From an optimization exercise on the open Yosys and OpenROAD flow, aimed at small area and a short achievable clock period; shortcuts taken in it are not production practice. RTL that was checked went through simulation tests only; none was proved equivalent to the original. Power and IR drop assume default switching activity.

Setup of run A:
==> flow/design.v (excerpt) <==
module rx_dma_packetizer #(
    parameter int FIFO_DEPTH    = 64,
    parameter int FRAME_SAMPLES = 256
) (
    input  logic        clk,
    input  logic        rst,
    input  logic        enable,
    input  logic        s_valid,
    input  logic [15:0] s_i,
    input  logic [15:0] s_q,
    output logic        m_axis_valid,
    input  logic        m_axis_ready,
    output logic [7:0]  m_axis_data,
    output logic        m_axis_last,
    output logic        overflow,
    output logic [15:0] drop_count,
    input  logic        clear_status
);
Size in the first run: about 4,300 cells after synthesis, about 65 I/O pins, ~0.080 mm^2 of cells after synthesis.
==> flow/config.mk <==
export PLATFORM = sky130hd
export DESIGN_NAME = rx_dma_packetizer
export DESIGN_NICKNAME = rx_dma_packetizer
export VERILOG_FILES = /design/flow/design.v
export SDC_FILE = /design/flow/constraint.sdc
export NUM_CORES = 4
export LEC_CHECK = 0
export CAP_MARGIN = 20
export CORE_MARGIN = 2
export CORE_UTILIZATION = 45
export CTS_BUF_LIST = sky130_fd_sc_hd__clkbuf_8
export CTS_CLUSTER_DIAMETER = 60
export CTS_CLUSTER_SIZE = 16
export SETUP_SLACK_MARGIN = 2.6
export SLEW_MARGIN = 20
export TNS_END_PERCENT = 10
export BUFFER_PORTS_ARGS = -buffer_cell sky130_fd_sc_hd__buf_4
==> flow/constraint.sdc <==
create_clock -name core_clock -period 5.0 [get_ports {clk}]
set_input_delay 1.0000 -clock core_clock [delete_from_list [all_inputs] [get_ports {clk}]]
set_output_delay 1.0000 -clock core_clock [all_outputs]
set_load 0.01 [all_outputs]
standard.sh (not shown) runs the stock make flow with config.mk's settings and CLKGATE_MAP_FILE= SYNTH_SCRIPT=/design/flow/synth_recipe.tcl, a recipe that flattens the netlist after the stock synthesis.
==> flow/flow/run.sh <==
#!/bin/bash
set -o pipefail
cp standard.sh standard.sh.orig.log
cp config.mk config.mk.orig.log
echo 'export BUFFER_PORTS_ARGS = -buffer_cell sky130_fd_sc_hd__buf_4' >> config.mk
bash standard.sh > standard.log 2>&1
Relative to run A, the following input files were edited for run B:
- PLACE_DENSITY newly set to 0.72
- SETUP_SLACK_MARGIN changed from 2.6 to 2.5
- TNS_END_PERCENT changed from 10 to 20
[summary]
Relative to run A, mean number of vias per cell has gone up in run B.
Final cycle utilization of the critical path was lower in the run labelled run A.
Compared to run A, run B has final-layout fill cell count 224 lower.
Cell count after placement of run A is on par with run B.
Run B vs. run A: register area roughly the same, adder and majority cell fraction of the synthesized area saw little to no change, via count of the first global-routing pass climbed 0.76%, sequential share of layout area saw an increase, floorplan die area closely matched the old numbers.
Run A → run B: worst setup slack lower; global-route track usage on met3 higher.
For run C, these inputs were changed with respect to run B:
- PLACE_DENSITY removed (was 0.72)
- BUFFER_PORTS_ARGS removed (was -buffer_cell sky130_fd_sc_hd__buf_4)
==> flow/run.sh (new file) <==
#!/bin/bash
# synth_recipe.tcl (not shown) runs the flow's synth.tcl, then flattens the netlist and writes it again
# the make line also repeats each setting of config.mk as NAME=value (left out here)
make -C /OpenROAD-flow-scripts/flow DESIGN_CONFIG=/design/flow/config.mk WORK_HOME=/design/flow/orfs CLKGATE_MAP_FILE= SYNTH_SCRIPT=/design/flow/synth_recipe.tcl finish
removed: flow/flow/run.sh
removed: flow/standard.sh
## What came out
- Every stage of the flow completed for run C, and the final layout passed the timing, DRC and antenna checks.
- Per the comparison of run C with run B, fraction of power spent switching nets has remained practically unchanged; number of cells on the worst hold path essentially unchanged; clock network power has increased; total area of sequential cells about even; clock-pin transition on the worst setup and hold timing paths ~0 delta.
- On hold slack: between run C and run B, it ends up lower for run B.
- Going from run B to run C, the layout-stage area growth over the synthesis result was found to have gone up by 1.5 points.
- Run C has antenna cell count below what run B had.

Another version of the RTL of rx_dma_packetizer (not shown whole).
For scale: ~2300 flip-flops, roughly 65 I/O pins, roughly 81000 µm² of cells after synthesis.
Settings: LEC_CHECK=0, CAP_MARGIN=20, CORE_MARGIN=2, CORE_UTILIZATION=45, CTS_BUF_LIST=sky130_fd_sc_hd__clkbuf_8, CTS_CLUSTER_DIAMETER=60, CTS_CLUSTER_SIZE=16, SETUP_SLACK_MARGIN=2.5, SLEW_MARGIN=20; clock period 5.0 ns.
run.sh (not shown) runs the stock make flow with config.mk's settings and CLKGATE_MAP_FILE= SYNTH_SCRIPT=/design/flow/synth_recipe.tcl, a recipe that flattens the netlist after the stock synthesis.
Stock flow here: none of the scripts above is used.
The starting point completed without violations.
Change:
==> flow/flow/run.sh (new file) <==
#!/bin/bash
set -o pipefail
cp standard.sh standard.sh.orig.log
cp config.mk config.mk.orig.log
echo 'export BUFFER_PORTS_ARGS = -buffer_cell sky130_fd_sc_hd__buf_4' >> config.mk
bash standard.sh > standard.log 2>&1
==> flow/standard.sh (new file) <==
#!/bin/bash
# synth_recipe.tcl (not shown) runs the flow's synth.tcl, then flattens the netlist and writes it again
# the make line also repeats each setting of config.mk as NAME=value (left out here)
make -C /OpenROAD-flow-scripts/flow DESIGN_CONFIG=/design/flow/config.mk WORK_HOME=/design/flow/orfs CLKGATE_MAP_FILE= SYNTH_SCRIPT=/design/flow/synth_recipe.tcl "${@:-finish}"
BUFFER_PORTS_ARGS = -buffer_cell sky130_fd_sc_hd__buf_4   (was not set)
removed: flow/run.sh
=>
- worst setup slack is better by 0.066 ns
- sequential power stays flat
- sequential cell count does not change
- non-clock buffer count goes up by 23
- wire length goes up by 1.5%
No functional check of the RTL was part of any run of this note.

[what the ideal ports hide]
Ports are ideal in the flow. The routed layouts listed here were re-timed in OpenROAD. Step 1 assumes that a clkbuf_16 drives the clock port and a buf_2 every other input. Step 2 moves the port delays by t, midway between the first and last clock arrival at a register: inputs arrive t later, outputs are due t later. That takes back most of the time a late clock gives input paths. a / b / c = ideal ports / drivers / drivers and shift; a / b = the first two.
run | shift t [ns] | setup WS [ns] | worst hold slack (ns)
run A | 1.036 | 2.365 / 2.365 / 2.301 | 0.315 / 0.255 / 0.474
run B | 1.023 | 2.099 / 2.099 / 1.592 | 0.357 / 0.301 / 0.489
run C | 1.044 | 2.341 / 2.341 / 1.747 | 0.458 / 0.458 / 0.458
the first run of note 2 | 1.037 | 1.892 / 1.892 / 0.956 | 0.397 / 0.339 / 0.489
the second run of note 2 | 1.036 | 1.958 / 1.958 / 1.446 | 0.308 / 0.250 / 0.488
After both steps every run listed still meets setup and hold. The setup slack of the first run of note 2, which loses most, moves by 0.000 ns with the drivers and by -0.936 ns with both steps.
